Background: an optimization exercise with open tools, aiming at small area, a short achievable clock period and few clock cycles per item. Do not read the settings as production practice. Only simulation tests tie the RTL to the original design; equivalence was not proved. No run shown here takes its clock network from TritonCTS; it comes from the design's own scripts or RTL. The flow treats the clock pin as an ideal source. Dropping or thinning the clock tree relies on that and would not hold on a real chip. Power figures rest on the tool's default switching activity, not on a simulated workload.

--- design.v ---
package hcc_pkg;
   localparam int MAX_ORDER = 16;
   localparam int COORD_W   = MAX_ORDER;
   localparam int INDEX_W   = 2 * MAX_ORDER;
   localparam int ORDER_W   = 5;
   localparam logic ACT_TO_INDEX  = 1'b0;
   localparam logic ACT_TO_COORDS = 1'b1;
   localparam int MAP_W = 4;
endpackage
module hcc_cell (
   input  logic [hcc_pkg::MAP_W-1:0] hi_map,
   input  logic [hcc_pkg::MAP_W-1:0] lo_map,
   output logic [hcc_pkg::MAP_W-1:0] out_map
);
   logic [1:0] hr, hk, lr, lk;
   assign {hr, hk} = hi_map;
   assign {lr, lk} = lo_map;
   assign out_map[2] = (lr[0] & hr[0]) ^ (lr[1] & hr[1]);
   assign out_map[3] = (lr[0] & hr[1]) ^ (lr[1] & (hr[0] ^ hr[1]));
   assign out_map[0] = (lr[0] & hk[0]) ^ (lr[1] & hk[1]) ^ lk[0];
   assign out_map[1] = (lr[0] & hk[1]) ^ (lr[1] & (hk[0] ^ hk[1])) ^ lk[1];
endmodule
module hcc_apply (
   input  logic [1:0]                state_in,
   input  logic [hcc_pkg::MAP_W-1:0] lo_map,
   output logic [1:0]                state_out
);
   logic [1:0] lr, lk;
   assign {lr, lk} = lo_map;
   assign state_out[0] = (lr[0] & state_in[0]) ^ (lr[1] & state_in[1]) ^ lk[0];
   assign state_out[1] = (lr[0] & state_in[1]) ^ (lr[1] & (state_in[0] ^ state_in[1])) ^ lk[1];
endmodule
module hilbert_curve_converter (
   input  logic                        clock,
   input  logic                        reset,
   input  logic                        req_valid,
   output logic                        req_stall,
   input  logic [64:0]                 req_word,
   output logic                        rsp_valid,
   input  logic                        rsp_stall,
   output logic [63:0]                 rsp_word,
   input  logic                        csr_write_enable,
   input  logic [4:0]                  csr_write_data
);
   localparam int N  = hcc_pkg::MAX_ORDER;
   localparam int NP = N / 2;
   localparam int MW = hcc_pkg::MAP_W;
   localparam int NL = 5;                       
   logic [hcc_pkg::ORDER_W-1:0] order_ff;       
   logic [N-1:0]                lvl_mask;       
   logic                        take;           
   logic                        s1_take;        
   logic [N-1:0]                a_in, e_in;
   logic                        s1_valid_ff;
   logic                        s1_action_ff;   
   logic                        s1_action_n_ff;
   logic                        s1_act;         
   logic                        s1_act_b;
   logic [N-1:0]                s1_a_ff, s1_e_ff;
   logic [NP-1:0][MW-1:0]       pmap;           
   logic [NP-1:0][MW-1:0]       pre_in;         
   logic [NP-1:0][MW-1:0]       pre_out;        
   logic [NP-2:0][1:0]          pz_in;          
   logic [N-1:0]                ah_in;          
   logic                        rsp_valid_ff;
   logic                        rsp_act_x_ff;   
   logic                        rsp_act_y_ff;
   logic                        rsp_ix_hi_ff;   
   logic                        rsp_ix_lo_ff;
   logic [N-1:0]                rsp_a_ff, rsp_e_ff;
   logic [NL-1:0][1:0]          rsp_pz_ff;
   logic [2*NL-1:0]             st_u, st_c;     
   logic [2*NL-1:0]             st1_u, st1_c;   
   function automatic logic [1:0] lvl_step(input logic act, input logic a, input logic e,
                                           input logic [1:0] z);
      logic u, c;
      u = z[1];
      c = z[0];
      if (act == hcc_pkg::ACT_TO_INDEX) begin
         if (!e) u = u ^ c;
         else    c = c ^ u;
      end
      lvl_step = {u ^ (!a & !e), c ^ (a & e)};
   endfunction
   always_ff @(posedge clock) begin
      if (reset) begin
         order_ff <= hcc_pkg::ORDER_W'(N);
      end else if (csr_write_enable) begin
         order_ff <= (csr_write_data[4] && csr_write_data[3:0] != 4'd0) ? hcc_pkg::ORDER_W'(N) : csr_write_data;
      end
   end
   always_comb begin
      lvl_mask = '0;
      for (int s = 0; s < N; s++) begin
         if (order_ff[4] || order_ff[3:0] > 4'(s)) lvl_mask[s] = 1'b1;
      end
   end
   for (genvar s = 0; s < N; s++) begin : g_in
      assign a_in[s] = req_word[64] ? req_word[2*s+1] : req_word[48+s];
      assign e_in[s] = req_word[64] ? req_word[2*s] : req_word[48+s] ^ req_word[32+s];
   end
   assign take      = !rsp_valid_ff || !rsp_stall;
   assign s1_take   = !s1_valid_ff || take;
   assign req_stall = !s1_take;
   always_ff @(posedge clock) begin
      if (reset) begin
         s1_valid_ff <= 1'b0;
      end else if (s1_take) begin
         s1_valid_ff <= req_valid;
      end
   end
   always_ff @(posedge clock) begin
      if (reset) begin
         rsp_valid_ff <= 1'b0;
      end else if (take) begin
         rsp_valid_ff <= s1_valid_ff;
      end
   end
   always_ff @(posedge clock) begin
      if (s1_take) begin
         s1_action_ff   <= req_word[64];
         s1_action_n_ff <= !req_word[64];
         s1_a_ff      <= a_in & lvl_mask;
         s1_e_ff      <= e_in & lvl_mask;
      end
   end
   assign s1_act   = s1_action_ff;
   assign s1_act_b = !s1_action_n_ff;
   for (genvar j = 0; j < NP; j++) begin : g_pair
      logic ah, eh, al, el;
      logic [1:0] r, k;
      assign ah = s1_a_ff[2*j+1];
      assign eh = s1_e_ff[2*j+1];
      assign al = s1_a_ff[2*j];
      assign el = s1_e_ff[2*j];
      logic act;
      assign act = (j < NP/2) ? s1_act : s1_act_b;
      assign r = (act == hcc_pkg::ACT_TO_INDEX) ? {eh ^ el, !(eh && !el)} : 2'b01;
      assign k = lvl_step(act, al, el, lvl_step(act, ah, eh, 2'b00));
      assign pmap[j] = {r, k[0], k[1]};
   end
   for (genvar i = 0; i < NP; i++) begin : g_pre0
      if (i == 0) begin : g_top
         logic u0;
         assign u0 = order_ff[0];
         assign pre_in[i] = {2'b00, pmap[NP-1][1:0] ^ ({2{u0}} & pmap[NP-1][3:2])};
      end else begin : g_rest
         assign pre_in[i] = pmap[NP-1-i];
      end
   end
   logic [MW-1:0] p0_0;
   logic [MW-1:0] p1_0;
   logic [MW-1:0] p2_0;
   logic [MW-1:0] p3_0;
   logic [MW-1:0] p4_0;
   logic [MW-1:0] p5_0;
   logic [MW-1:0] p6_0;
   logic [MW-1:0] p7_0;
   logic [MW-1:0] p1_1;
   logic [MW-1:0] p3_1;
   logic [MW-1:0] p5_1;
   logic [MW-1:0] p7_1;
   logic [MW-1:0] p2_1;
   logic [MW-1:0] p3_2;
   logic [MW-1:0] p6_1;
   logic [MW-1:0] p7_2;
   logic [MW-1:0] p4_1;
   logic [MW-1:0] p5_2;
   logic [MW-1:0] p6_2;
   logic [MW-1:0] p7_3;
   assign p0_0 = pre_in[0];
   assign p1_0 = pre_in[1];
   assign p2_0 = pre_in[2];
   assign p3_0 = pre_in[3];
   assign p4_0 = pre_in[4];
   assign p5_0 = pre_in[5];
   assign p6_0 = pre_in[6];
   assign p7_0 = pre_in[7];
   assign p1_1[3:2] = 2'b00;
   hcc_apply u_n1_1 (.state_in(p0_0[1:0]), .lo_map(p1_0), .state_out(p1_1[1:0]));
   hcc_cell u_n3_1 (.hi_map(p2_0), .lo_map(p3_0), .out_map(p3_1));
   hcc_cell u_n5_1 (.hi_map(p4_0), .lo_map(p5_0), .out_map(p5_1));
   hcc_cell u_n7_1 (.hi_map(p6_0), .lo_map(p7_0), .out_map(p7_1));
   assign p2_1[3:2] = 2'b00;
   hcc_apply u_n2_1 (.state_in(p1_1[1:0]), .lo_map(p2_0), .state_out(p2_1[1:0]));
   assign p3_2[3:2] = 2'b00;
   hcc_apply u_n3_2 (.state_in(p1_1[1:0]), .lo_map(p3_1), .state_out(p3_2[1:0]));
   hcc_cell u_n6_1 (.hi_map(p5_1), .lo_map(p6_0), .out_map(p6_1));
   hcc_cell u_n7_2 (.hi_map(p5_1), .lo_map(p7_1), .out_map(p7_2));
   assign p4_1[3:2] = 2'b00;
   hcc_apply u_n4_1 (.state_in(p3_2[1:0]), .lo_map(p4_0), .state_out(p4_1[1:0]));
   assign p5_2[3:2] = 2'b00;
   hcc_apply u_n5_2 (.state_in(p3_2[1:0]), .lo_map(p5_1), .state_out(p5_2[1:0]));
   assign p6_2[3:2] = 2'b00;
   hcc_apply u_n6_2 (.state_in(p3_2[1:0]), .lo_map(p6_1), .state_out(p6_2[1:0]));
   assign p7_3[3:2] = 2'b00;
   hcc_apply u_n7_3 (.state_in(p3_2[1:0]), .lo_map(p7_2), .state_out(p7_3[1:0]));
   assign pre_out[0] = p0_0;
   assign pre_out[1] = p1_1;
   assign pre_out[2] = p2_1;
   assign pre_out[3] = p3_2;
   assign pre_out[4] = p4_1;
   assign pre_out[5] = p5_2;
   assign pre_out[6] = p6_2;
   assign pre_out[7] = p7_3;
   for (genvar j = 0; j < NP-1; j++) begin : g_pz
      assign pz_in[j] = {pre_out[NP-2-j][0], pre_out[NP-2-j][1]};
   end
   for (genvar j = 0; j < NP; j++) begin : g_upper
      if (j < NL) begin : g_lower
         assign ah_in[2*j+1] = s1_a_ff[2*j+1];
         assign ah_in[2*j]   = s1_a_ff[2*j];
      end else begin : g_upper
         logic [1:0] zs, zl;
         if (j == NP-1) begin : g_top
            assign zs = {order_ff[0], 1'b0};
         end else begin : g_rest
            assign zs = pz_in[j];
         end
         assign zl = lvl_step(s1_act_b, s1_a_ff[2*j+1], s1_e_ff[2*j+1], zs);
         assign ah_in[2*j+1] = s1_a_ff[2*j+1] ^ (s1_e_ff[2*j+1] ? zs[1] : zs[0]);
         assign ah_in[2*j]   = s1_a_ff[2*j] ^ (s1_e_ff[2*j] ? zl[1] : zl[0]);
      end
   end
   always_ff @(posedge clock) begin
      if (take) begin
         rsp_act_x_ff  <= s1_action_ff;
         rsp_act_y_ff  <= !s1_action_n_ff;
         rsp_ix_hi_ff  <= !s1_action_ff;
         rsp_ix_lo_ff  <= s1_action_n_ff;
         rsp_a_ff      <= ah_in;
         rsp_e_ff      <= s1_e_ff;
         rsp_pz_ff     <= pz_in[NL-1:0];
      end
   end
   for (genvar j = 0; j < NL; j++) begin : g_state
      logic [1:0] zs;
      assign zs = rsp_pz_ff[j];
      assign {st_u[2*j+1], st_c[2*j+1]} = zs;
      assign {st_u[2*j], st_c[2*j]} =
         lvl_step(hcc_pkg::ACT_TO_INDEX, rsp_a_ff[2*j+1], rsp_e_ff[2*j+1], zs);
      assign {st1_u[2*j+1], st1_c[2*j+1]} = zs;
      assign {st1_u[2*j], st1_c[2*j]} =
         lvl_step(hcc_pkg::ACT_TO_COORDS, rsp_a_ff[2*j+1], rsp_e_ff[2*j+1], zs);
   end
   for (genvar s = 0; s < N; s++) begin : g_rsp
      logic e, hi0, hi1;
      assign e = rsp_e_ff[s];
      if (s < 2*NL) begin : g_lower
         assign hi0 = rsp_a_ff[s] ^ (e ? st_u[s] : st_c[s]);
         assign hi1 = rsp_a_ff[s] ^ (e ? st1_u[s] : st1_c[s]);
      end else begin : g_upper
         assign hi0 = rsp_a_ff[s];
         assign hi1 = rsp_a_ff[s];
      end
      assign rsp_word[32+2*s+1] = hi0 & rsp_ix_hi_ff;
      assign rsp_word[32+2*s]   = e & rsp_ix_lo_ff;
      assign rsp_word[16+s]     = hi1 & (rsp_act_x_ff == hcc_pkg::ACT_TO_COORDS);
      assign rsp_word[s]        = (hi1 ^ e) & (rsp_act_y_ff == hcc_pkg::ACT_TO_COORDS);
   end
   assign rsp_valid = rsp_valid_ff;
endmodule
--- flow/run.sh ---
#!/bin/bash
# The standard layout, with two changes:
#  - the ports are buffered by the smallest buffer instead of the delay buffer
#    buffer_ports picks by default; every port still gets its own buffer;
#  - the clock tree is one level of four clkbuf_16 (flow/one_level_cts.tcl)
#    instead of TritonCTS's two-level H-tree.
set -euo pipefail
export BUFFER_PORTS_ARGS="-buffer_cell sky130_fd_sc_hd__buf_1"
export PRE_CTS_TCL="$(pwd)/flow/one_level_cts.tcl"
bash standard.sh finish > standard_flow.log 2>&1
--- flow/one_level_cts.tcl ---
# PRE_CTS hook: build a one-level clock tree in place of TritonCTS's H-tree.
# The clock port drives four clkbuf_16, each of which drives the register
# clock pins of one quarter of the placed registers (split by y, then by x),
# placed at the middle of its quarter. All registers see the same one buffer
# stage, so the tree adds no skew on purpose; it only has less insertion delay.
proc one_level_clock {nb} {
  set block [ord::get_db_block]
  set clk_net [[$block findBTerm clock] getNet]
  set master [[ord::get_db] findMaster sky130_fd_sc_hd__clkbuf_16]
  set pts {}
  foreach it [$clk_net getITerms] {
    set loc [[$it getInst] getLocation]
    lappend pts [list [lindex $loc 0] [lindex $loc 1] $it]
  }
  set pts [lsort -integer -index 1 $pts]
  set n [llength $pts]
  set halves [list [lrange $pts 0 [expr {$n / 2 - 1}]] [lrange $pts [expr {$n / 2}] end]]
  set groups {}
  foreach h $halves {
    set h [lsort -integer -index 0 $h]
    set m [llength $h]
    set k [expr {$nb / 2}]
    for {set g 0} {$g < $k} {incr g} {
      lappend groups [lrange $h [expr {$g * $m / $k}] [expr {($g + 1) * $m / $k - 1}]]
    }
  }
  for {set g 0} {$g < [llength $groups]} {incr g} {
    set grp [lindex $groups $g]
    set sx 0
    set sy 0
    foreach p $grp {
      incr sx [lindex $p 0]
      incr sy [lindex $p 1]
    }
    set cx [expr {$sx / [llength $grp]}]
    set cy [expr {$sy / [llength $grp]}]
    set buf [odb::dbInst_create $block $master "clkbuf_leaf_$g"]
    $buf setLocation $cx $cy
    $buf setPlacementStatus PLACED
    set net [odb::dbNet_create $block "clknet_leaf_$g"]
    $net setSigType CLOCK
    foreach p $grp {
      set it [lindex $p 2]
      $it disconnect
      $it connect $net
    }
    [$buf findITerm X] connect $net
    [$buf findITerm A] connect $clk_net
  }
  puts "one-level clock tree: [llength $groups] clkbuf_16 for $n clock pins"
}

one_level_clock 4
set_propagated_clock [all_clocks]
# the tree is built; TritonCTS is not run on top of it
proc clock_tree_synthesis {args} {
  puts "clock_tree_synthesis skipped: one-level clock tree built in the PRE_CTS hook"
}
--- standard.sh ---
#!/bin/bash
# synth_recipe.tcl (not shown) runs the flow's synth.tcl, then flattens the netlist and writes it again
# the make line also repeats each setting of config.mk as NAME=value (left out here)
make -C /OpenROAD-flow-scripts/flow DESIGN_CONFIG=/design/flow/config.mk WORK_HOME=/design/flow/orfs CLKGATE_MAP_FILE= SYNTH_SCRIPT=/design/flow/synth_recipe.tcl "${@:-finish}"
--- config.mk ---
export PLATFORM = sky130hd
export DESIGN_NAME = hilbert_curve_converter
export DESIGN_NICKNAME = hilbert_curve_converter
export VERILOG_FILES = /design/flow/design.v
export SDC_FILE = /design/flow/constraint.sdc
export NUM_CORES = 4
export LEC_CHECK = 0
export ABC_AREA = 1
export CAP_MARGIN = 20
export CORE_AREA = 2.3 2.72 121.9 122.4
export DIE_AREA = 0 0 124 124.5
export SETUP_SLACK_MARGIN = 2.2
export SLEW_MARGIN = 20
--- constraint.sdc ---
create_clock -name core_clock -period 5.0 [get_ports {clock}]
set_input_delay 1.0000 -clock core_clock [delete_from_list [all_inputs] [get_ports {clock}]]
set_output_delay 1.0000 -clock core_clock [all_outputs]
set_load 0.01 [all_outputs]
==> run_results.csv, run 1 <==
group,metric,value,unit
min_path,whs_path_depth,0,
floorplan,design.die.area,15400,um^2
logic_synthesis,yosys.area_share.simple,0.275,
pwr,p_per_area,400,nW/um^2
pwr,p_leak,0.00392,uW
placed_design,preCtsSetupSlack,1.96,ns
pwr,power_frac_clock,0.099,
logic_synthesis,synthMuxAreaShare,0,
timing,tightest_slew,0.700,ns
critical_path,reg2reg_from,"s1_e_ff[14]",
min_path,hp-class,"reg2reg",
critical_path,cp-end-kind,"flip-flop",
critical_path,arrival,2.71,ns
detailed_routing,vias,6133,
floorplan,row_count,44,
logic_synthesis,yosys.area.top_type,"edfxtp_1",
logic_synthesis,synth_edf_count,80,
pwr,p_sw,1420,uW
critical_path,r2r_cells,24,
status,status,"finished clean",
flow_run,maxCapViolations,0,
logic_synthesis,synthTopCellsByCount,"268 x nand2_1, 131 x inv_1, 80 x edfxtp_1",
logic_synthesis,yosys_register_bits,87,
detailed_routing,ant_nets,0,
timing,fmax,359,MHz
timing,hold_viol,0,
finish,syn_to_final_growth,24.8,%
logic_synthesis,synth.distinct_cells,38,
pwr,p_sw_frac,0.431,
placed_design,routabilityCongestion,0.895,
critical_path,crit_end,"rsp_pz_ff[4]",
timing,final.period_utilization,0.558,
logic_synthesis,synth_top_family_by_area,"simple AND/OR/NAND/NOR gates",
floorplan,core_region_area,14300,um^2
clock_network,clkLatencyLatePin,0.16,ns
critical_path,critPathKind,"reg2reg",
logic_synthesis,avgSynthCellArea,7.33,um^2
floorplan,start_util,0.461,
logic_synthesis,yosysWarnings,1,
timing,period_minus_slack,2.79,ns
finish,fin_area,8240,um^2
critical_path,critical_path_peak_fanout,6,
critical_path,startpoint_type,"flip-flop",
finish,drive_above_1_share,0.160,
logic_synthesis,syn_area,6600,um^2
logic_synthesis,synth_compound_area_frac,0.102,
critical_path,reg2reg_slack,2.21,ns
logic_synthesis,synth_top_area_frac,0.364,
timing,worst_slack,2.21,ns
pwr,seqPwrFrac,0.335,
finish,diodes,0,
logic_synthesis,ys_async_sr_fraction,0,
logic_synthesis,seq_area_frac_synth,0.385,
logic_synthesis,synth_xor_area_frac,0.106,
finish,fin_nets,1175,
timing,setup_viol,0,
timing,rsz0062_at_grt,"true",
critical_path,critPathLaunch,"s1_e_ff[14]",
global_route,grt_pass1_wl,24600,um
logic_synthesis,syn-num-nets,996,
critical_path,reg2reg_to,"rsp_pz_ff[4]",
logic_synthesis,synthFlopType,"edfxtp_1",
timing,final.setup.tns,0,ns
detailed_routing,drt_first_pass_iters,5,
floorplan,num_io_pins,141,
timing,fin_skew,0.0118,ns
placed_design,place_hpwl,11700,um
placed_design,post_dp_cell_area,7300,um^2
logic_synthesis,synthAdderAreaFrac,0.0398,
pwr,intPower,1870,uW
global_route,grt_overflow_total,0,
floorplan,die_w,124,um
detailed_routing,drc,0,
detailed_routing,routedWlPerCell,13.0,um
detailed_routing,routed_wl,16500,um
floorplan,die_y,125,um
logic_synthesis,netlist_top_cells_area,"edfxtp_1 36%, nand2_1 15%, inv_1 7.5%, xor2_1 6.4%, nand3_1 4.8%",
global_route,grt_use_total,0.196,
clock_network,clk_pin_slew,0.09,ns
global_route,grt_max_degree,46,
critical_path,cp.required,4.92,ns
timing,relSlewSlack,0.533,
detailed_routing,drt_iter0_markers,324,
placed_design,io_buffers,140,
pwr,fin_total_pwr,3290,uW
global_route,grt_pass1_vias,5023,
global_route,antenna_found_initial,0,
pwr,ir_worst_vdd,169,uV
logic_synthesis,yosysMostFrequentCell,"nand2_1",
detailed_routing,avgViaCountPerCell,4.86,
timing,slew_violations,0,
pwr,power_frac_comb,0.565,
logic_synthesis,syn_inst,900,
-- through the flow --
step	hold WS (ns)	instances	utilization
global placement	0.412	1209	0.510
detailed placement	0.406	1209	0.510
finish	0.422	1261	0.575
CTS	0.423	1222	0.524
global route	0.448	1261	0.575
floorplan	0.400	900	-
-- sequential cells by signal, indices dropped and copies added (netlist names) --
name	flops
rsp_a_ff	16
s1_e_ff	16
s1_action_n_ff	1
s1_valid_ff	1
order_ff	5
s1_action_ff	1
rsp_ix_hi_ff	1
rsp_act_x_ff	1
rsp_ix_lo_ff	1
rsp_pz_ff	10
rsp_e_ff	16
rsp_valid_ff	1
rsp_act_y_ff	1
s1_a_ff	16
-- cell families after synthesis --
logic type               Yosys count
XOR/XNOR                          80
AND/OR/NAND/NOR                  436
AO/OA/AOI/OAI                    119
buffers and inverters            157
flip-flops                        87
adder cells (fa/ha/maj)           21
-- metal layers --
layer  GRT usage  part of all wire  up-vias  wire [um]
li1            -                 -     3229          -
met1       0.320              0.50     2631       8190
met2       0.281              0.40      242       6620
met3      0.0165             0.075       31       1240
met4      0.0364             0.025        0        409
met5           0                 0        -          0
-- worst max-delay path, cell delays in order, from the launching register on --
cell	delay (ns)
edfxtp_1	0.44
inv_2	0.14
ha_4	0.23
inv_2	0.05
nand3_2	0.05
nand2_2	0.13
nand2_2	0.07
nand2_4	0.10
nand2_4	0.08
nand2_2	0.07
nand2_2	0.06
nand2_2	0.11
nand3_4	0.10
nand2_4	0.13
nand2_2	0.06
nand2_2	0.07
nand2_2	0.08
inv_2	0.07
nand2_4	0.10
nand2_8	0.14
nand2_8	0.07
nand2_4	0.07
nor2_1	0.04
nand2_1	0.06
nand2_1	0.05
-- power by group through the flow --
stage                     sequential (uW)  combinational [uW]  clock (uW)
after floorplan                      1060                1140           0
after global placement               1120                1400           0
after detailed placement             1120                1410           0
after CTS                            1100                1460         335
after global routing                 1130                2080         359
final                                1100                1860         327
-- placed cells by master, fill, tap and decap left out, types with 2 or more instances in the layout --
cell and n:
edfxtp_1 80, nand3b_1 5, inv_2 18, nand2_1 233
a211oi_1 8, ha_1 18, nand3_1 51, xnor2_1 32
buf_2 2, o21ai_1 6, xor2_1 41, a21oi_1 43
ha_4 3, nand3_2 10, o31ai_1 2, nand2_4 16
nor2_1 65, buf_1 132, or2_2 2, o21ai_2 2
xor2_2 6, inv_1 119, nor2_2 6, nand2_2 35
nand3_4 4, clkinv_1 2, o21a_1 3, dfxtp_1 7
o21ai_0 40, buf_4 41, nand4_1 3, nor2_4 7
o21bai_1 6, buf_6 2, clkbuf_2 5, clkbuf_16 4
nand2_8 3
-- worst min path at each step --
| stage | startpoint | to | slack [ns] |
|---|---|---|---|
| after detailed placement | s1_a_ff[1] | rsp_a_ff[1] | 0.41 |
| after global routing | s1_e_ff[1] | rsp_e_ff[1] | 0.45 |
| after CTS | s1_e_ff[0] | rsp_e_ff[0] | 0.42 |
| after floorplan | s1_a_ff[0] | rsp_a_ff[0] | 0.40 |
| final | s1_e_ff[0] | rsp_e_ff[0] | 0.42 |
| after global placement | s1_e_ff[1] | rsp_e_ff[1] | 0.41 |
-- layout make-up --
| cell class | count | area (um^2) |
|---|---|---|
| multi-input combinational | 661 | 3940 |
| sequential | 87 | 2540 |
| inverter | 141 | 536 |
| buffer | 4 | 100 |
| timing repair buffer | 184 | 888 |
| tap | 184 | 230 |
| fill | 1411 | 6080 |
-- repair_timing --
| item | CTS | global route |
|---|---|---|
| buffers inserted | 7 | 36 |
| pin swaps | 2 | 52 |
| hold buffers | 0 | 0 |
| setup endpoints to repair | 23 | 16 |
| gates cloned | 2 | 3 |
| resized for setup | 6 | 124 |
Testbench counts, summed over its fixed seeds: cycles 2,568, items 2,560.
==> run 2, diff against run 1 <==
--- a/config.mk
+++ b/config.mk
@@ -12,2 +12,3 @@
 export SETUP_SLACK_MARGIN = 2.2
 export SLEW_MARGIN = 20
+export TNS_END_PERCENT = 5
==> run 2 against run 1 <==
  * Critical path type is now in2out
  * Critical path depth down 20
  * Routed wire length down 2.1%
  * Sequential power about the same
  * Still clean on timing, DRC and antenna
==> run_results.csv, run 2 <==
group,metric,value,unit
placed_design,place_hpwl,11700,um
critical_path,arrival,1.76,ns
logic_synthesis,synthFlopType,"edfxtp_1",
timing,tightest_slew,0.694,ns
global_route,grt_use_total,0.196,
logic_synthesis,synth_xor_area_frac,0.106,
finish,fin_nets,1172,
timing,period_minus_slack,2.76,ns
pwr,intPower,1830,uW
timing,holdWs,0.422,ns
finish,nFillCells,1425,
logic_synthesis,seq_area_frac_synth,0.385,
critical_path,startpoint_type,"input port",
floorplan,row_count,44,
timing,slew_violations,0,
placed_design,io_buffers,140,
detailed_routing,drt_first_pass_iters,5,
global_route,antenna_found_initial,0,
clock_network,clk_pin_slew,0.09,ns
critical_path,reg2reg_to,"rsp_a_ff[10]",
logic_synthesis,netlist_top_cells_area,"edfxtp_1 36%, nand2_1 15%, inv_1 7.5%, xor2_1 6.4%, nand3_1 4.8%",
logic_synthesis,avgSynthCellArea,7.33,um^2
critical_path,slowest_delay,0.21,ns
status,status,"finished clean",
logic_synthesis,ys_async_sr_fraction,0,
detailed_routing,routed_wl,16100,um
flow_run,maxCapViolations,0,
logic_synthesis,syn-num-nets,996,
detailed_routing,vias,6103,
clock_network,clkLatencyLatePin,0.16,ns
logic_synthesis,yosys_register_bits,87,
logic_synthesis,synth_compound_area_frac,0.102,
pwr,seqPwrFrac,0.345,
global_route,grt_pass1_vias,5023,
timing,final.setup.tns,0,ns
timing,rsz0062_at_grt,"true",
min_path,whs_path_depth,0,
pwr,p_sw_frac,0.426,
logic_synthesis,yosys.area.top_type,"edfxtp_1",
global_route,grt_pass1_wl,24600,um
finish,diodes,0,
logic_synthesis,yosys.area_share.simple,0.275,
timing,worst_slack,2.24,ns
logic_synthesis,syn_area,6600,um^2
detailed_routing,drt_iter0_markers,308,
detailed_routing,avgViaCountPerCell,4.85,
critical_path,cp.required,4.00,ns
logic_synthesis,yosysWarnings,1,
logic_synthesis,synthAdderAreaFrac,0.0398,
detailed_routing,ant_nets,0,
global_route,grt_overflow_total,0,
pwr,p_per_area,394,nW/um^2
pwr,p_leak,0.00387,uW
pwr,ir_worst_vdd,165,uV
detailed_routing,drc,0,
finish,drive_above_1_share,0.128,
timing,fin_skew,0.0125,ns
detailed_routing,routedWlPerCell,12.8,um
timing,relSlewSlack,0.538,
critical_path,reg2reg_from,"s1_e_ff[15]",
min_path,holdCritStartpoint,"s1_e_ff[0]",
critical_path,critPathLaunch,"rsp_stall",
critical_path,reg2reg_slack,2.24,ns
floorplan,die_w,124,um
logic_synthesis,syn_inst,900,
critical_path,critical_path_peak_fanout,24,
timing,hold_viol,0,
logic_synthesis,synth_top_family_by_area,"simple AND/OR/NAND/NOR gates",
floorplan,die_y,125,um
pwr,power_frac_clock,0.102,
placed_design,preCtsSetupSlack,1.96,ns
critical_path,critPathKind,"in2out",
timing,final.period_utilization,0.552,
floorplan,core_region_area,14300,um^2
finish,final_cell_mix,"251 x nand2_1, 136 x buf_1, 121 x inv_1, 80 x edfxtp_1, 66 x nor2_1",
global_route,grt_max_degree,46,
timing,fmax,362,MHz
logic_synthesis,yosysMostFrequentCell,"nand2_1",
pwr,fin_total_pwr,3190,uW
pwr,p_sw,1360,uW
finish,final_common_cell,"nand2_1",
finish,fin_util,0.565,
finish,area.sequential,2540,um^2
logic_synthesis,synthMuxAreaShare,0,
placed_design,routabilityCongestion,0.895,
critical_path,crit_chain,"buf_2 > nand2_8 > nor2_4 > buf_1",
floorplan,num_io_pins,141,
floorplan,start_util,0.461,
critical_path,cp-end-kind,"output port",
timing,setup_viol,0,
logic_synthesis,synthTopCellsByCount,"268 x nand2_1, 131 x inv_1, 80 x edfxtp_1",
logic_synthesis,synth_top_area_frac,0.364,
logic_synthesis,synth_edf_count,80,
critical_path,r2r_cells,18,
floorplan,design.die.area,15400,um^2
min_path,hp-class,"reg2reg",
logic_synthesis,synth.distinct_cells,38,
pwr,power_frac_comb,0.553,
critical_path,cp_slowest_cell,"buf_2",
finish,multi_input_area,3820,um^2
min_path,min_to,"rsp_e_ff[0]",
finish,syn_to_final_growth,22.6,%
## run 2: cell counts after synthesis
No cell type changed its count.
## run 2: critical path: cells and delay by family
kind	cells	cell delay (ns)
buffers and inverters	2	0.38
and+or+nand+nor	2	0.37
## run 2: per-layer routing
layer  GRT usage  vias to the layer above  share of wire
met4      0.0364                        0          0.022
met2       0.281                      230           0.40
li1            -                     3221              -
met1       0.320                     2630           0.51
met5           0                        -              0
met3      0.0165                       22          0.066
## run 2: logic make-up after synthesis
logic type               after synthesis
flip-flops                            87
XOR/XNOR                              80
AND/OR/NAND/NOR                      436
buffers and inverters                157
adder cells (fa/ha/maj)               21
AO/OA/AOI/OAI                        119
## run 2: power groups by stage
stage	Sequential (uW)	Clock [uW]	Combinational (uW)
after floorplan	1060	0	1140
after global placement	1120	0	1400
after detailed placement	1120	0	1410
after CTS	1100	335	1460
after global routing	1120	359	1990
final	1100	326	1760
## run 2: how the worst max path moves through the flow
stage	slack, ns	endpoint
finish	2.24	req_stall
global route	2.08	rsp_pz_ff[1]
CTS	2.19	req_stall
detailed placement	1.96	req_stall
global placement	1.98	req_stall
floorplan	2.40	rsp_pz_ff[2]
## run 2: metrics by stage
step | area (um^2) | std cells
floorplan | 6610 | 900
global placement | 7300 | 1209
detailed placement | 7300 | 1209
CTS | 7490 | 1222
global route | 8090 | 1258
finish | 8090 | 1258
## run 2: layout make-up
class / instances / share of cell area
Buffer: 4 / 0.0124
Inverter: 141 / 0.0662
Multi-Input combinational cell: 660 / 0.472
Sequential cell: 87 / 0.314
Tap cell: 184 / 0.0285
Timing Repair Buffer: 182 / 0.107
## run 2: repair_timing
action / 4_1_cts / 5_1_grt
setup buffers: 7 / 34
endpoints found under the setup margin: 23 / 16
gates resized for setup: 6 / 82
cloned: 2 / 2
pin swaps: 2 / 41
hold buffers: 0 / 0
==> run 3, diff against run 2 <==
==> flow/run.sh (replaced) <==
#!/bin/bash
# The standard layout, with three changes:
#  - after the standard synthesis, its combinational logic is mapped again by
#    ABC (flow/remap.tcl, script below); every register instance is kept as
#    the standard synthesis made it, with its name and cell;
#  - the ports are buffered by the smallest buffer instead of the delay buffer
#    buffer_ports picks by default; every port still gets its own buffer;
#  - the clock tree is one level of four clkbuf_16 (flow/one_level_cts.tcl)
#    instead of TritonCTS's two-level H-tree.
# Each tool's output goes to a log file of its own in this folder.
set -euo pipefail
work=$(pwd)
results=$work/orfs/results/sky130hd/hilbert_curve_converter/base
export BUFFER_PORTS_ARGS="-buffer_cell sky130_fd_sc_hd__buf_1"
export PRE_CTS_TCL="$work/flow/one_level_cts.tcl"

# standard synthesis
bash standard.sh "$results/1_2_yosys.v" > standard_synth.log 2>&1

# re-map the combinational logic
cp "$results/1_2_yosys.v" "$work/standard_netlist.v"
YOSYS=$(command -v yosys || echo "$FLOW_HOME/../tools/install/yosys/bin/yosys")
REMAP_IN=$work/standard_netlist.v REMAP_OUT=$work/remapped_netlist.v \
REMAP_TOP=${FLOW_TOP:-hilbert_curve_converter} REMAP_STAT=$work/remap_stat.txt \
REMAP_LIB=$FLOW_HOME/platforms/sky130hd/lib/sky130_fd_sc_hd__tt_025C_1v80.lib \
REMAP_SCRIPT="strash; &get -n; &dch -f; &nf -R 1000; &put" \
  "$YOSYS" -c "$work/flow/remap.tcl" > remap.log 2>&1
cp "$work/remapped_netlist.v" "$results/1_2_yosys.v"
touch "$results/1_2_yosys.v"

# the rest of the standard layout on the re-mapped netlist
bash standard.sh finish > standard_layout.log 2>&1
==> flow/remap.tcl (new file) <==
# Re-map the combinational logic of the standard synthesis netlist for area,
# keeping every register instance (and so its name and cell) as it is.
# Reads $::env(REMAP_IN), writes $::env(REMAP_OUT).
set lib $::env(REMAP_LIB)
yosys read_liberty -ignore_miss_func $lib
# registers and tie cells stay as they are
yosys blackbox {sky130_fd_sc_hd__*df*} {sky130_fd_sc_hd__conb_*}
yosys read_verilog $::env(REMAP_IN)
yosys hierarchy -top $::env(REMAP_TOP)
yosys flatten
yosys opt_clean -purge
yosys abc -liberty $lib -dont_use sky130_fd_sc_hd__probe_p_8 -dont_use sky130_fd_sc_hd__probec_p_8 -dont_use {sky130_fd_sc_hd__lpflow_*} -script "+$::env(REMAP_SCRIPT)"
yosys opt_clean -purge
yosys hilomap -singleton -hicell sky130_fd_sc_hd__conb_1 HI -locell sky130_fd_sc_hd__conb_1 LO
yosys splitnets
yosys opt_clean -purge
yosys write_verilog -noattr -nohex -nodec $::env(REMAP_OUT)
# check the result against the cells as the layout reads them
yosys design -reset
yosys read_liberty -lib $lib
yosys read_verilog $::env(REMAP_OUT)
yosys hierarchy -check -top $::env(REMAP_TOP)
yosys check -assert
yosys tee -o $::env(REMAP_STAT) stat -liberty $lib
--- a/config.mk
+++ b/config.mk
@@ -12,3 +12,2 @@
 export SETUP_SLACK_MARGIN = 2.2
 export SLEW_MARGIN = 20
-export TNS_END_PERCENT = 5
==> run 3 against run 2 <==
  * Sequential share of layout area is 3.6 points higher
  * Synthesized cell count fell by 34%
  * Flip-flop and latch count unchanged
  * Setup slack worse by 0.44 ns
  * First-iteration DRC count shrank 20%
  * Die area stayed put
  * Design area down 10%
  * Critical path type is now reg2reg
  * Sequential power up 6%
  * Power grew 11%
  * Fmax shrank 14%
==> run_results.csv, run 3 <==
group,metric,value,unit
timing,tightest_slew,0.761,ns
finish,final_common_cell,"buf_1",
finish,fin_area,7260,um^2
floorplan,core_region_area,14300,um^2
logic_synthesis,syn-num-nets,671,
logic_synthesis,yosysWarnings,1,
floorplan,row_count,44,
detailed_routing,ant_nets,0,
status,status,"finished clean",
flow_run,maxCapViolations,0,
placed_design,post_dp_cell_area,6420,um^2
timing,setup_viol,0,
global_route,antenna_found_initial,0,
finish,diodes,0,
timing,final.setup.tns,0,ns
timing,fmax,313,MHz
global_route,grt_pass1_wl,21400,um
finish,final_cell_mix,"127 x buf_1, 80 x edfxtp_1, 69 x nand2_1, 61 x xnor2_1, 57 x a21oi_1",
pwr,ir_worst_vdd,290,uV
detailed_routing,routed_wl,13700,um
placed_design,io_buffers,140,
placed_design,place_hpwl,10100,um
finish,multi_input_area,3390,um^2
detailed_routing,drt_iter0_markers,247,
floorplan,die_w,124,um
global_route,grt_pass1_vias,4510,
pwr,p_per_area,490,nW/um^2
finish,nFillCells,1363,
detailed_routing,vias,4811,
critical_path,critPathKind,"reg2reg",
logic_synthesis,avgSynthCellArea,9.41,um^2
min_path,hp-class,"reg2reg",
critical_path,cp.required,4.91,ns
critical_path,critical_path_peak_fanout,4,
critical_path,cp-end-kind,"flip-flop",
finish,drive_above_1_share,0.167,
timing,relSlewSlack,0.492,
floorplan,num_io_pins,141,
pwr,p_leak,0.00274,uW
logic_synthesis,syn_inst,596,
critical_path,arrival,3.11,ns
finish,area.sequential,2540,um^2
global_route,grt_max_degree,47,
global_route,grt_overflow_total,0,
floorplan,design.die.area,15400,um^2
timing,slew_violations,0,
timing,fin_skew,0.00934,ns
logic_synthesis,syn_area,5610,um^2
placed_design,routabilityCongestion,0.905,
timing,period_minus_slack,3.20,ns
timing,final.period_utilization,0.640,
clock_network,cts_hold_buffers,0,
finish,fin_nets,868,
timing,rsz0062_at_grt,"true",
clock_network,clkLatencyLatePin,0.15,ns
critical_path,startpoint_type,"flip-flop",
detailed_routing,drt_first_pass_iters,5,
global_route,grt_use_total,0.169,
floorplan,start_util,0.392,
timing,hold_viol,0,
detailed_routing,avgViaCountPerCell,4.93,
detailed_routing,routedWlPerCell,14.1,um
finish,syn_to_final_growth,29.3,%
detailed_routing,drc,0,
clock_network,clk_pin_slew,0.09,ns
floorplan,die_y,125,um
[run 3: area by class of cell]
type | count | area share
sequential | 87 | 0.350
buffer | 4 | 0.0138
multi-input combinational | 491 | 0.467
inverter | 18 | 0.00966
tap | 184 | 0.0317
timing repair buffer | 191 | 0.128
[run 3: routing by layer]
layer | vias up | track usage | part of all wire | routed length (um)
met5 | - | 0 | 0 | 0
met4 | 0 | 0.0271 | 0.019 | 256
met3 | 23 | 0.0105 | 0.056 | 764
met2 | 179 | 0.282 | 0.47 | 6400
met1 | 2171 | 0.245 | 0.46 | 6300
li1 | 2438 | - | - | -
[run 3: repair_timing]
item | in CTS | in global routing
pin swaps | 16 | 20
resized for setup | 29 | 68
setup endpoints to repair | 24 | 27
setup buffers | 32 | 18
[run 3: where the power goes]
part           switching, uW  leakage [uW]  internal (uW)
clock network            169     0.0000493            146
registers                159      0.000919           1010
logic                   1020       0.00177           1050
total                   1350       0.00274           2210
[run 3: path summary, 6_finish.rpt]
kind                from      endpoint  slack (ns)  cells past startpoint
max          s1_a_ff[11]  rsp_pz_ff[2]        1.80                     12
min           s1_a_ff[1]   rsp_a_ff[1]        0.43                      0
max reg2reg  s1_a_ff[11]  rsp_pz_ff[2]        1.80                     12
min reg2reg   s1_a_ff[1]   rsp_a_ff[1]        0.43                      0
[run 3: through the flow]
| step | utilization | setup WS (ns) | power (uW) | hold slack [ns] | instances |
|---|---|---|---|---|---|
| after detailed placement | 0.449 | 1.29 | 2740 | 0.415 | 921 |
| after global placement | 0.449 | 1.44 | 2680 | 0.408 | 921 |
| after CTS | 0.483 | 1.88 | 3320 | 0.435 | 957 |
| after floorplan | - | 1.83 | 2370 | 0.400 | 596 |
| final | 0.507 | 1.80 | 3550 | 0.430 | 975 |
| after global routing | 0.507 | 1.62 | 3820 | 0.446 | 975 |
[run 3: worst max-delay path, cell delays in order, from the launching register on]
cell and delay, ns:
edfxtp_1 0.50, nor2_2 0.27, a31oi_4 0.12, xnor2_2 0.30
mux2_1 0.40, mux2i_2 0.23, xnor2_2 0.18, xnor2_2 0.16
xor2_2 0.23, buf_4 0.17, xor2_2 0.18, nand2_1 0.09
xnor2_1 0.15
==> run 4, diff against run 3 <==
--- a/config.mk
+++ b/config.mk
@@ -10,4 +10,5 @@
 export CORE_AREA = 2.3 2.72 121.9 122.4
 export DIE_AREA = 0 0 124 124.5
-export SETUP_SLACK_MARGIN = 2.2
+export SETUP_SLACK_MARGIN = 2.6
 export SLEW_MARGIN = 20
+export TNS_END_PERCENT = 5
==> run 4 against run 3 <==
  * Critical path type unchanged
  * Largest cell class unchanged
  * Worst hold slack gained 0.00057 ns
  * Sequential power barely moved
  * Final cell count shrank 2.7%
  * Area after synthesis stayed put
  * Power down 6.2%
==> run_results.csv, run 4 <==
group,metric,value,unit
status,status,"finished clean",
floorplan,core_region_area,14300,um^2
critical_path,arrival,3.05,ns
critical_path,cp-end-kind,"flip-flop",
pwr,power_frac_clock,0.096,
timing,final.setup.tns,0,ns
pwr,fin_total_pwr,3330,uW
detailed_routing,drt_first_pass_iters,5,
timing,fmax,319,MHz
global_route,antenna_found_initial,0,
finish,diodes,0,
critical_path,critPathKind,"reg2reg",
timing,relSlewSlack,0.494,
placed_design,routabilityCongestion,0.881,
floorplan,design.die.area,15400,um^2
detailed_routing,vias,4645,
pwr,ir_worst_vdd,235,uV
timing,holdWs,0.430,ns
global_route,grt_use_total,0.158,
floorplan,die_w,124,um
global_route,met3_usage,0.00412,
floorplan,num_io_pins,141,
finish,nFillCells,1359,
timing,setup_viol,0,
global_route,grtUsageMet1,0.246,
finish,fin_nets,842,
critical_path,cp.required,4.92,ns
detailed_routing,drt_iter0_markers,209,
finish,final_common_cell,"buf_1",
clock_network,clk_pin_slew,0.09,ns
critical_path,critPathLaunch,"s1_e_ff[11]",
detailed_routing,drc,0,
clock_network,clkLatencyLatePin,0.16,ns
timing,fin_skew,0.0130,ns
finish,syn_to_final_growth,22.7,%
global_route,grt_busiest_layer,"met2",
logic_synthesis,syn_area,5610,um^2
pwr,seqPwrFrac,0.347,
pwr,p_sw_frac,0.385,
pwr,power_frac_comb,0.557,
pwr,p_leak,0.00250,uW
clock_network,cts_hold_buffers,0,
pwr,intPower,2050,uW
critical_path,crit_end,"rsp_pz_ff[4]",
detailed_routing,routed_wl,13000,um
logic_synthesis,syn_inst,596,
global_route,grt_overflow_total,0,
placed_design,io_buffers,140,
pwr,p_per_area,484,nW/um^2
timing,slew_violations,0,
logic_synthesis,yosysWarnings,1,
timing,rsz0062_at_grt,"true",
min_path,hp-class,"reg2reg",
detailed_routing,ant_nets,0,
finish,final_cell_mix,"139 x buf_1, 80 x edfxtp_1, 73 x nand2_1, 70 x xnor2_1, 61 x nor2_1",
floorplan,start_util,0.392,
placed_design,place_hpwl,9880,um
logic_synthesis,syn-num-nets,671,
critical_path,reg2reg_from,"s1_e_ff[11]",
floorplan,row_count,44,
timing,worst_slack,1.87,ns
floorplan,die_y,125,um
global_route,grt_max_degree,47,
global_route,grt_pass1_vias,4116,
logic_synthesis,avgSynthCellArea,9.41,um^2
flow_run,maxCapViolations,0,
critical_path,r2r_cells,12,
critical_path,reg2reg_slack,1.87,ns
timing,period_minus_slack,3.13,ns
detailed_routing,avgViaCountPerCell,4.89,
detailed_routing,routedWlPerCell,13.7,um
timing,final.period_utilization,0.626,
finish,drive_above_1_share,0.0784,
pwr,p_sw,1280,uW
placed_design,preCtsSetupSlack,1.29,ns
timing,tightest_slew,0.759,ns
timing,hold_viol,0,
critical_path,reg2reg_to,"rsp_pz_ff[4]",
global_route,grt_pass1_wl,19900,um
critical_path,startpoint_type,"flip-flop",
critical_path,critical_path_peak_fanout,5,
global_route,met2_usage,0.250,
## run 4: worst max-delay path: stages (launching register included)
cell	delay, ns
edfxtp_1	0.48
and2_0	0.27
a31oi_2	0.21
xnor2_2	0.17
mux2_1	0.35
mux2i_1	0.27
xnor2_2	0.17
xnor2_4	0.23
xor2_4	0.28
buf_6	0.14
nor2_1	0.04
xor2_1	0.16
xnor2_1	0.13
## run 4: power groups by stage
stage / clock, uW / combinational (uW) / sequential [uW]
after floorplan: 0 / 1250 / 1120
after global placement: 0 / 1520 / 1170
after detailed placement: 0 / 1550 / 1180
after CTS: 323 / 1700 / 1160
after global routing: 349 / 2040 / 1180
final: 320 / 1860 / 1160
## run 4: worst min-delay path by stage
stage,startpoint,to,cells after the start
2_1_floorplan,s1_a_ff[0],rsp_a_ff[0],0
3_3_place_gp,s1_e_ff[1],rsp_e_ff[1],0
3_5_place_dp,s1_e_ff[1],rsp_e_ff[1],0
4_1_cts,s1_e_ff[1],rsp_e_ff[1],0
5_1_grt,s1_e_ff[1],rsp_e_ff[1],0
6_report,s1_e_ff[1],rsp_e_ff[1],0
## run 4: metrics by stage
stage / util / cells / instance area [um^2]
2_1_floorplan: - / 596 / 5650
3_3_place_gp: 0.448 / 921 / 6420
3_5_place_dp: 0.448 / 921 / 6420
4_1_cts: 0.469 / 941 / 6720
5_1_grt: 0.481 / 949 / 6880
6_report: 0.481 / 949 / 6880
## run 4: area by class of cell
cell class | count | area [um^2] | area share
sequential | 87 | 2540 | 0.369
timing repair buffer | 165 | 718 | 0.104
tap | 184 | 230 | 0.0334
inverter | 18 | 68.8 | 0.0100
buffer | 4 | 100 | 0.0145
multi-input combinational | 491 | 3220 | 0.468
## run 4: timing repair
action,in CTS,in global routing
pin swaps,12,8
setup endpoints to repair,61,67
gates resized for setup,14,17
setup buffers,16,8
cloned,0,0
## run 4: routing by layer
| metal | share of wire | routed length, um |
|---|---|---|
| met3 | 0.050 | 647 |
| met4 | 0.011 | 149 |
| met2 | 0.44 | 5770 |
| met5 | 0 | 0 |
| met1 | 0.49 | 6430 |
==> run 5, diff against run 4 <==
--- a/config.mk
+++ b/config.mk
@@ -10,5 +10,5 @@
 export CORE_AREA = 2.3 2.72 121.9 122.4
 export DIE_AREA = 0 0 124 124.5
-export SETUP_SLACK_MARGIN = 2.6
+export SETUP_SLACK_MARGIN = 3.0
 export SLEW_MARGIN = 20
 export TNS_END_PERCENT = 5
==> run 5 against run 4 <==
  * First-iteration DRC count fell by 6.7%
  * Largest power group unchanged
  * Still clean
  * Worst hold slack improved by 0.0076 ns
  * Critical endpoint is now rsp_pz_ff[0]
  * Sequential share of layout area fell by 0.74 points
==> run_results.csv, run 5 <==
group,metric,value,unit
floorplan,design.die.area,15400,um^2
critical_path,cp.required,4.91,ns
pwr,p_per_area,494,nW/um^2
detailed_routing,drt_first_pass_iters,7,
pwr,ir_worst_vdd,235,uV
finish,fin_nets,849,
pwr,power_frac_clock,0.091,
global_route,grt_overflow_total,0,
global_route,grt_max_degree,47,
pwr,p_sw,1330,uW
logic_synthesis,syn_inst,596,
detailed_routing,routedWlPerCell,13.7,um
status,status,"finished clean",
global_route,grt_use_total,0.159,
critical_path,crit_chain,"xnor2_1 > nor2_1 > xnor2_2 > xnor2_2 > buf_6 > xor2_2 > nand2_2 > xnor2_4 > buf_6 > nand2_4 > xnor2_4 > xor2_4 > xor2_2 > nand2_1 > xnor2_1",
timing,rsz0062_at_grt,"true",
logic_synthesis,yosysWarnings,1,
detailed_routing,ant_nets,0,
critical_path,reg2reg_from,"s1_e_ff[15]",
pwr,fin_total_pwr,3470,uW
timing,hold_viol,0,
critical_path,crit_buf_inv,2,
critical_path,r2r_cells,15,
placed_design,dp.cells,922,
logic_synthesis,syn_area,5610,um^2
detailed_routing,vias,4666,
critical_path,startpoint_type,"flip-flop",
finish,syn_to_final_growth,25.2,%
detailed_routing,routed_wl,13100,um
min_path,holdCritStartpoint,"s1_e_ff[1]",
timing,final.period_utilization,0.633,
placed_design,routabilityCongestion,0.878,
detailed_routing,avgViaCountPerCell,4.88,
logic_synthesis,syn-num-nets,671,
timing,tightest_slew,0.609,ns
clock_network,cts_hold_buffers,0,
pwr,seqPwrFrac,0.332,
global_route,grt_pass1_vias,4242,
pwr,p_sw_frac,0.384,
global_route,grt_pass1_wl,20200,um
timing,slew_violations,0,
floorplan,row_count,44,
floorplan,die_y,125,um
placed_design,io_buffers,140,
critical_path,reg2reg_to,"rsp_pz_ff[0]",
finish,final_common_cell,"buf_1",
detailed_routing,drc,0,
critical_path,arrival,3.07,ns
critical_path,cp-end-kind,"flip-flop",
critical_path,critPathKind,"reg2reg",
critical_path,cp_slowest_cell,"edfxtp_1",
min_path,whs_path_depth,0,
clock_network,clk_pin_slew,0.09,ns
logic_synthesis,avgSynthCellArea,9.41,um^2
min_path,hp-class,"reg2reg",
finish,diodes,0,
timing,period_minus_slack,3.16,ns
critical_path,reg2reg_slack,1.84,ns
critical_path,critical_path_peak_fanout,5,
global_route,antenna_found_initial,0,
placed_design,place_hpwl,9870,um
floorplan,die_w,124,um
min_path,min_to,"rsp_e_ff[1]",
timing,setup_viol,0,
critical_path,cp_top_family,"XOR/XNOR gates",
floorplan,start_util,0.392,
timing,fmax,316,MHz
floorplan,core_region_area,14300,um^2
clock_network,clkLatencyLatePin,0.15,ns
finish,final_cell_mix,"139 x buf_1, 80 x edfxtp_1, 71 x nand2_1, 65 x xnor2_1, 60 x nor2_1",
finish,drive_above_1_share,0.0959,
timing,final.setup.tns,0,ns
pwr,p_leak,0.00258,uW
floorplan,num_io_pins,141,
critical_path,slowest_delay,0.48,ns
detailed_routing,drt_iter0_markers,195,
flow_run,maxCapViolations,0,
timing,fin_skew,0.00743,ns
pwr,power_frac_comb,0.576,
timing,relSlewSlack,0.591,
pwr,intPower,2140,uW
finish,final_cells,956,
-- run 5: layout make-up --
| class | count | area, um^2 |
|---|---|---|
| buffer | 4 | 100 |
| fill | 1371 | 7290 |
| inverter | 18 | 68.8 |
| multi-input combinational | 491 | 3300 |
| sequential | 87 | 2540 |
| tap | 184 | 230 |
| timing repair buffer | 172 | 782 |
-- run 5: power by group through the flow --
| stage | sequential [uW] | clock, uW | combinational (uW) |
|---|---|---|---|
| floorplan | 1120 | 0 | 1250 |
| global placement | 1170 | 0 | 1520 |
| detailed placement | 1180 | 0 | 1550 |
| CTS | 1160 | 323 | 1720 |
| global route | 1180 | 345 | 2200 |
| finish | 1150 | 317 | 2000 |
-- run 5: worst max-delay path by stage --
| stage | from | slack (ns) | cells past startpoint | endpoint |
|---|---|---|---|---|
| 2_1_floorplan | s1_action_n_ff | 1.83 | 14 | rsp_pz_ff[4] |
| 3_3_place_gp | s1_action_n_ff | 1.44 | 14 | rsp_pz_ff[4] |
| 3_5_place_dp | s1_action_n_ff | 1.24 | 14 | rsp_pz_ff[4] |
| 4_1_cts | s1_e_ff[11] | 1.85 | 11 | rsp_pz_ff[4] |
| 5_1_grt | s1_e_ff[13] | 1.65 | 12 | rsp_pz_ff[4] |
| 6_report | s1_e_ff[15] | 1.84 | 15 | rsp_pz_ff[0] |
-- run 5: per-layer routing --
metal / up-vias / share of wire / global-route usage
met5: - / 0 / 0
met4: 0 / 0.015 / 0.0264
met3: 13 / 0.048 / 0.00549
met2: 159 / 0.46 / 0.258
met1: 2090 / 0.48 / 0.241
li1: 2404 / - / -
-- run 5: what timing repair did --
action / 4_1_cts / 5_1_grt
endpoints found under the setup margin: 133 / 96
resized for setup: 13 / 31
pin swaps: 8 / 16
buffers inserted: 17 / 13
-- run 5: per-stage QoR --
| stage | worst slack (ns) | instance area, um^2 | hold WS, ns | utilization |
|---|---|---|---|---|
| after floorplan | 1.83 | 5650 | 0.400 | - |
| after global placement | 1.44 | 6430 | 0.408 | 0.449 |
| after detailed placement | 1.24 | 6430 | 0.412 | 0.449 |
| after CTS | 1.85 | 6730 | 0.433 | 0.470 |
| after global routing | 1.65 | 7030 | 0.441 | 0.491 |
| final | 1.84 | 7030 | 0.438 | 0.491 |
==> run 6, diff against run 5 <==
--- a/design.v
+++ b/design.v
@@ -58,4 +58,6 @@
    logic                        s1_act_b;
    logic [N-1:0]                s1_a_ff, s1_e_ff;
+   logic [1:0]                  z7_in;          
+   logic [1:0]                  s1_z7_ff;
    logic [NP-1:0][MW-1:0]       pmap;           
    logic [NP-1:0][MW-1:0]       pre_in;         
@@ -100,4 +102,15 @@
       assign e_in[s] = req_word[64] ? req_word[2*s] : req_word[48+s] ^ req_word[32+s];
    end
+   always_comb begin
+      logic ah, eh, al, el, act;
+      logic [1:0] z;
+      act = req_word[64];
+      ah  = a_in[N-1] & lvl_mask[N-1];
+      eh  = e_in[N-1] & lvl_mask[N-1];
+      al  = a_in[N-2] & lvl_mask[N-2];
+      el  = e_in[N-2] & lvl_mask[N-2];
+      z   = lvl_step(act, al, el, lvl_step(act, ah, eh, {order_ff[0], 1'b0}));
+      z7_in = {z[0], z[1]};
+   end
    assign take      = !rsp_valid_ff || !rsp_stall;
    assign s1_take   = !s1_valid_ff || take;
@@ -123,4 +136,5 @@
          s1_a_ff      <= a_in & lvl_mask;
          s1_e_ff      <= e_in & lvl_mask;
+         s1_z7_ff     <= z7_in;
       end
    end
@@ -142,7 +156,5 @@
    for (genvar i = 0; i < NP; i++) begin : g_pre0
       if (i == 0) begin : g_top
-         logic u0;
-         assign u0 = order_ff[0];
-         assign pre_in[i] = {2'b00, pmap[NP-1][1:0] ^ ({2{u0}} & pmap[NP-1][3:2])};
+         assign pre_in[i] = {2'b00, s1_z7_ff};
       end else begin : g_rest
          assign pre_in[i] = pmap[NP-1-i];
--- a/config.mk
+++ b/config.mk
@@ -10,5 +10,5 @@
 export CORE_AREA = 2.3 2.72 121.9 122.4
 export DIE_AREA = 0 0 124 124.5
-export SETUP_SLACK_MARGIN = 3.0
+export SETUP_SLACK_MARGIN = 2.6
 export SLEW_MARGIN = 20
 export TNS_END_PERCENT = 5
==> run 6 against run 5 <==
  * Critical path type unchanged
  * Setup slack better by 0.23 ns
  * Global-route usage up 1.9 points
  * Die area unchanged
  * Worst hold slack worse by 0.0064 ns
  * Design area down 0.14%
  * Sequential power hardly changed
  * Still clean on timing, DRC and antenna
==> run_results.csv, run 6 <==
group,metric,value,unit
status,status,"finished clean",
pwr,power_frac_comb,0.561,
detailed_routing,ant_nets,0,
critical_path,critical_path_peak_fanout,6,
global_route,grt_max_degree,47,
floorplan,num_io_pins,141,
pwr,seqPwrFrac,0.342,
critical_path,cp_top_family,"XOR/XNOR gates",
clock_network,clkLatencyLatePin,0.15,ns
global_route,antenna_found_initial,0,
critical_path,slowest_delay,0.44,ns
global_route,grt_use_total,0.178,
detailed_routing,vias,4876,
critical_path,cp.required,4.91,ns
logic_synthesis,syn-num-nets,686,
finish,fin_nets,865,
timing,relSlewSlack,0.503,
timing,period_minus_slack,2.94,ns
detailed_routing,drt_iter0_markers,190,
flow_run,maxCapViolations,0,
timing,final.period_utilization,0.587,
floorplan,start_util,0.399,
placed_design,place_hpwl,10000,um
placed_design,routabilityCongestion,0.851,
timing,fmax,341,MHz
logic_synthesis,yosysWarnings,1,
min_path,hp-class,"reg2reg",
floorplan,core_region_area,14300,um^2
critical_path,path_common_cell,"xnor2_2",
finish,final_common_cell,"buf_1",
logic_synthesis,avgSynthCellArea,9.35,um^2
critical_path,cp_slowest_cell,"edfxtp_1",
timing,final.setup.tns,0,ns
critical_path,cp-end-kind,"flip-flop",
critical_path,arrival,2.84,ns
clock_network,clk_pin_slew,0.09,ns
logic_synthesis,syn_area,5710,um^2
critical_path,crit_chain,"clkinv_2 > nor2_4 > nand2_2 > nand2_2 > nand2_1 > xnor2_2 > xnor2_2 > xor2_1 > nor2b_1 > mux2i_1 > xnor2_2 > buf_6 > xnor2_4 > a21oi_1 > a31oi_1 > xnor2_1",
critical_path,critPathKind,"reg2reg",
pwr,p_sw_frac,0.382,
pwr,power_frac_clock,0.096,
logic_synthesis,syn_inst,611,
pwr,p_leak,0.00257,uW
finish,syn_to_final_growth,22.8,%
detailed_routing,routed_wl,14300,um
detailed_routing,drt_first_pass_iters,5,
pwr,p_sw,1300,uW
floorplan,die_y,125,um
detailed_routing,routedWlPerCell,14.7,um
finish,final_cell_mix,"139 x buf_1, 82 x edfxtp_1, 78 x nor2_1, 65 x xnor2_1, 61 x a21oi_1",
pwr,intPower,2100,uW
pwr,fin_total_pwr,3410,uW
critical_path,crit_buf_inv,2,
finish,diodes,0,
detailed_routing,avgViaCountPerCell,5.02,
timing,fin_skew,0.00451,ns
pwr,ir_worst_vdd,239,uV
placed_design,io_buffers,140,
global_route,grt_overflow_total,0,
floorplan,design.die.area,15400,um^2
finish,drive_above_1_share,0.0838,
timing,slew_violations,0,
global_route,grt_pass1_vias,4526,
floorplan,die_w,124,um
critical_path,startpoint_type,"flip-flop",
global_route,grt_pass1_wl,22200,um
timing,rsz0062_at_grt,"true",
clock_network,cts_hold_buffers,0,
pwr,p_per_area,485,nW/um^2
detailed_routing,drc,0,
timing,setup_viol,0,
timing,tightest_slew,0.745,ns
floorplan,row_count,44,
timing,hold_viol,0,
run 6: cell type report:
type	instances	area [um^2]
plain buffers	4	100
inverters	15	58.8
multi-input cells	507	3230
fillers	1378	7300
repair buffers	173	795
flip-flops and latches	89	2600
well taps	184	230
run 6: worst register-to-register path, cell delays in order, from the launching register on:
cell	delay (ns)
edfxtp_1	0.44
clkinv_2	0.14
nor2_4	0.14
nand2_2	0.07
nand2_2	0.09
nand2_1	0.10
xnor2_2	0.16
xnor2_2	0.21
xor2_1	0.20
nor2b_1	0.07
mux2i_1	0.25
xnor2_2	0.16
buf_6	0.16
xnor2_4	0.13
a21oi_1	0.10
a31oi_1	0.19
xnor2_1	0.08
run 6: power by group through the flow:
stage	clock network, uW	logic (uW)	registers [uW]
after global placement	0	1550	1190
final	328	1910	1170
after detailed placement	0	1580	1190
after CTS	335	1770	1170
after global routing	364	2100	1190
after floorplan	0	1270	1140
run 6: path summary, 6_finish.rpt:
kind | start | to | slack [ns] | cells past startpoint
worst min register to register | s1_e_ff[1] | rsp_e_ff[1] | 0.43 | 0
worst max-delay path | s1_action_n_ff | rsp_pz_ff[0] | 2.06 | 16
worst min-delay path | s1_e_ff[1] | rsp_e_ff[1] | 0.43 | 0
worst max register to register | s1_action_n_ff | rsp_pz_ff[0] | 2.06 | 16
run 6: per-stage QoR:
| stage | hold slack (ns) | util | area, um^2 | setup WS, ns | instances |
|---|---|---|---|---|---|
| 2_1_floorplan | 0.400 | - | 5770 | 2.12 | 611 |
| 3_3_place_gp | 0.405 | 0.457 | 6540 | 1.74 | 937 |
| 3_5_place_dp | 0.412 | 0.457 | 6540 | 1.60 | 937 |
| 4_1_cts | 0.433 | 0.481 | 6890 | 2.16 | 965 |
| 5_1_grt | 0.448 | 0.490 | 7020 | 1.88 | 972 |
| 6_report | 0.431 | 0.490 | 7020 | 2.06 | 972 |
run 6: metal layers:
metal | wire [um] | up-vias | GRT usage
met5 | 0 | - | 0
met3 | 744 | 16 | 0.00595
met1 | 6260 | 2245 | 0.252
met4 | 231 | 0 | 0.0258
met2 | 7050 | 151 | 0.310
li1 | - | 2464 | -
run 6: timing repair:
| item | CTS | global route |
|---|---|---|
| setup endpoints to repair | 63 | 74 |
| pin swaps | 11 | 11 |
| cloned | 0 | 0 |
| resized for setup | 15 | 15 |
| buffers inserted | 24 | 7 |
Testbench counts of run 6, summed over its fixed seeds: cycles 2,568, items 2,560.
==> run 7, diff against run 6 <==
--- a/config.mk
+++ b/config.mk
@@ -10,5 +10,5 @@
 export CORE_AREA = 2.3 2.72 121.9 122.4
 export DIE_AREA = 0 0 124 124.5
-export SETUP_SLACK_MARGIN = 2.6
+export SETUP_SLACK_MARGIN = 2.8
 export SLEW_MARGIN = 20
 export TNS_END_PERCENT = 5
==> run 7 against run 6 <==
  * Still clean on timing, DRC and antenna
  * Utilization grew 2.1 points
  * Sequential share of layout area shrank 1.5 points
  * Clock skew grew 0.0048 ns
  * Via count grew 2.9%
  * Highest routed layer unchanged
==> run_results.csv, run 7 <==
group,metric,value,unit
status,status,"finished clean",
pwr,p_leak,0.00272,uW
min_path,hp-class,"reg2reg",
global_route,met3_usage,0.0124,
placed_design,place_hpwl,10100,um
placed_design,routabilityCongestion,0.848,
global_route,antenna_found_initial,0,
floorplan,start_util,0.399,
floorplan,row_count,44,
pwr,p_per_area,486,nW/um^2
timing,period_minus_slack,2.99,ns
global_route,grt_pass1_wl,23200,um
pwr,ir_worst_vdd,251,uV
finish,final_cell_mix,"138 x buf_1, 82 x edfxtp_1, 74 x nor2_1, 63 x xnor2_1, 57 x a21oi_1",
detailed_routing,drc,0,
critical_path,startpoint_type,"flip-flop",
finish,fin_util,0.511,
global_route,met2_usage,0.324,
global_route,grt_max_degree,47,
timing,fmax,334,MHz
timing,final.period_utilization,0.599,
detailed_routing,drt_first_pass_iters,5,
finish,diodes,0,
clock_network,clk_pin_slew,0.09,ns
timing,setup_viol,0,
clock_network,cts_hold_buffers,0,
timing,slew_violations,0,
finish,final_common_cell,"buf_1",
flow_run,maxCapViolations,0,
floorplan,core_region_area,14300,um^2
global_route,grt_use_total,0.188,
timing,rsz0062_at_grt,"true",
logic_synthesis,avgSynthCellArea,9.35,um^2
logic_synthesis,syn_area,5710,um^2
min_path,min_to,"rsp_e_ff[1]",
timing,hold_viol,0,
detailed_routing,vias,5018,
min_path,holdCritStartpoint,"s1_e_ff[1]",
placed_design,post_dp_cell_area,6550,um^2
timing,relSlewSlack,0.475,
global_route,grtUsageMet1,0.262,
critical_path,arrival,2.90,ns
pwr,seqPwrFrac,0.329,
detailed_routing,routed_wl,14900,um
critical_path,critical_path_peak_fanout,5,
floorplan,die_y,125,um
floorplan,design.die.area,15400,um^2
critical_path,cp.required,4.91,ns
pwr,p_sw_frac,0.383,
global_route,grt_pass1_vias,4740,
clock_network,clkLatencyLatePin,0.15,ns
critical_path,reg2reg_slack,2.01,ns
global_route,grt_overflow_total,0,
logic_synthesis,syn_inst,611,
pwr,power_frac_comb,0.579,
detailed_routing,avgViaCountPerCell,5.08,
critical_path,cp-end-kind,"flip-flop",
finish,syn_to_final_growth,28.1,%
global_route,grt_busiest_layer,"met2",
pwr,power_frac_clock,0.092,
finish,drive_above_1_share,0.129,
placed_design,io_buffers,140,
floorplan,die_w,124,um
critical_path,reg2reg_from,"s1_action_n_ff",
floorplan,num_io_pins,141,
pwr,fin_total_pwr,3560,uW
timing,final.setup.tns,0,ns
detailed_routing,ant_nets,0,
detailed_routing,drt_iter0_markers,317,
finish,fin_nets,881,
timing,tightest_slew,0.788,ns
pwr,intPower,2200,uW
logic_synthesis,syn-num-nets,686,
min_path,whs_path_depth,0,
finish,fin_area,7320,um^2
logic_synthesis,yosysWarnings,1,
critical_path,critPathKind,"reg2reg",
timing,fin_skew,0.00933,ns
detailed_routing,routedWlPerCell,15.1,um
critical_path,r2r_cells,15,
pwr,p_sw,1360,uW
critical_path,reg2reg_to,"rsp_pz_ff[4]",
==> run 7: what timing repair did <==
action	in CTS	in global routing
pin swaps	23	21
setup endpoints to repair	143	78
resized for setup	46	22
gates cloned	3	0
setup buffers	32	13
==> run 7: layout make-up <==
cell class                 count  area, um^2
timing repair buffer         188         977
sequential                    89        2600
buffer                         4         100
fill                        1295        7000
tap                          184         230
inverter                      15        70.1
multi-input combinational    508        3340
==> run 7: routing by layer <==
| layer | share of wire | vias to the layer above |
|---|---|---|
| met5 | 0 | - |
| met1 | 0.44 | 2334 |
| met3 | 0.053 | 19 |
| li1 | - | 2510 |
| met4 | 0.020 | 0 |
| met2 | 0.48 | 155 |
==> run 7: worst max-delay path by stage <==
stage | from | to | cells after the start
after global placement | s1_action_n_ff | rsp_pz_ff[4] | 15
final | s1_action_n_ff | rsp_pz_ff[4] | 15
after floorplan | s1_action_n_ff | rsp_pz_ff[4] | 15
after global routing | s1_action_n_ff | rsp_pz_ff[4] | 15
after detailed placement | s1_action_n_ff | rsp_pz_ff[4] | 15
after CTS | rsp_stall | req_stall | 4
==> run 7: power groups by stage <==
stage / Clock (uW) / Combinational (uW) / Sequential (uW)
after floorplan: 0 / 1270 / 1140
after global placement: 0 / 1550 / 1190
after detailed placement: 0 / 1580 / 1190
after CTS: 331 / 1860 / 1170
after global routing: 358 / 2250 / 1190
final: 327 / 2060 / 1170
==> run 7: worst max-delay path, stage by stage, from the launching register on <==
cell and delay (ns):
edfxtp_1 0.43, buf_4 0.14, nand2_1 0.06, or2_0 0.25
o21ai_1 0.19, xor2_1 0.24, buf_4 0.17, a21oi_1 0.08
o21ai_2 0.16, xnor2_2 0.12, xnor2_2 0.15, buf_6 0.15
xnor2_4 0.21, a21oi_2 0.08, a31oi_1 0.21, xnor2_1 0.11
==> run 7: stage by stage <==
| step | cells | setup slack (ns) | hold WS [ns] |
|---|---|---|---|
| floorplan | 611 | 2.12 | 0.400 |
| global route | 988 | 1.81 | 0.445 |
| finish | 988 | 2.01 | 0.423 |
| detailed placement | 936 | 1.59 | 0.406 |
| CTS | 975 | 2.13 | 0.426 |
| global placement | 936 | 1.67 | 0.406 |

==> port drivers added, routing unchanged <==
No port has a modelled driver above. Below, the same layouts with a new extraction and two added sets of constraints. Step 1, drivers: a clkbuf_16 drives clock and a buf_2 each remaining input, both assumed. Step 2 times the ports against the registers' clock, not the clock port: input delays grow and output delays shrink by t, the midpoint of the rising clock arrivals with the driver on. a / b / c = ideal ports / drivers / drivers and shift; a / b = the first two.
| run | t (ns) | slack for setup (ns) | clock arrival spread, ns | worst slew at a driven data input, ns | pins driven straight from the clock port |
|---|---|---|---|---|---|
| run 1 | 0.237 | 2.212 / 2.190 / 2.212 | 0.013 / 0.013 | 0.04 | 4 |
| run 2 | 0.236 | 2.241 / 2.188 / 2.220 | 0.013 / 0.013 | 0.04 | 4 |
| run 3 | 0.230 | 1.801 / 1.800 / 1.800 | 0.009 / 0.010 | 0.04 | 4 |
| run 4 | 0.231 | 1.869 / 1.870 / 1.870 | 0.013 / 0.013 | 0.03 | 4 |
| run 5 | 0.230 | 1.837 / 1.837 / 1.837 | 0.007 / 0.008 | 0.04 | 4 |
| run 6 | 0.236 | 2.065 / 2.065 / 2.058 | 0.005 / 0.004 | 0.04 | 4 |
| run 7 | 0.239 | 2.007 / 2.007 / 2.007 | 0.009 / 0.009 | 0.11 | 4 |
After both steps every run listed still meets setup and hold. The setup slack of run 2, which loses most, moves by -0.053 ns with the drivers and by -0.021 ns with both steps.
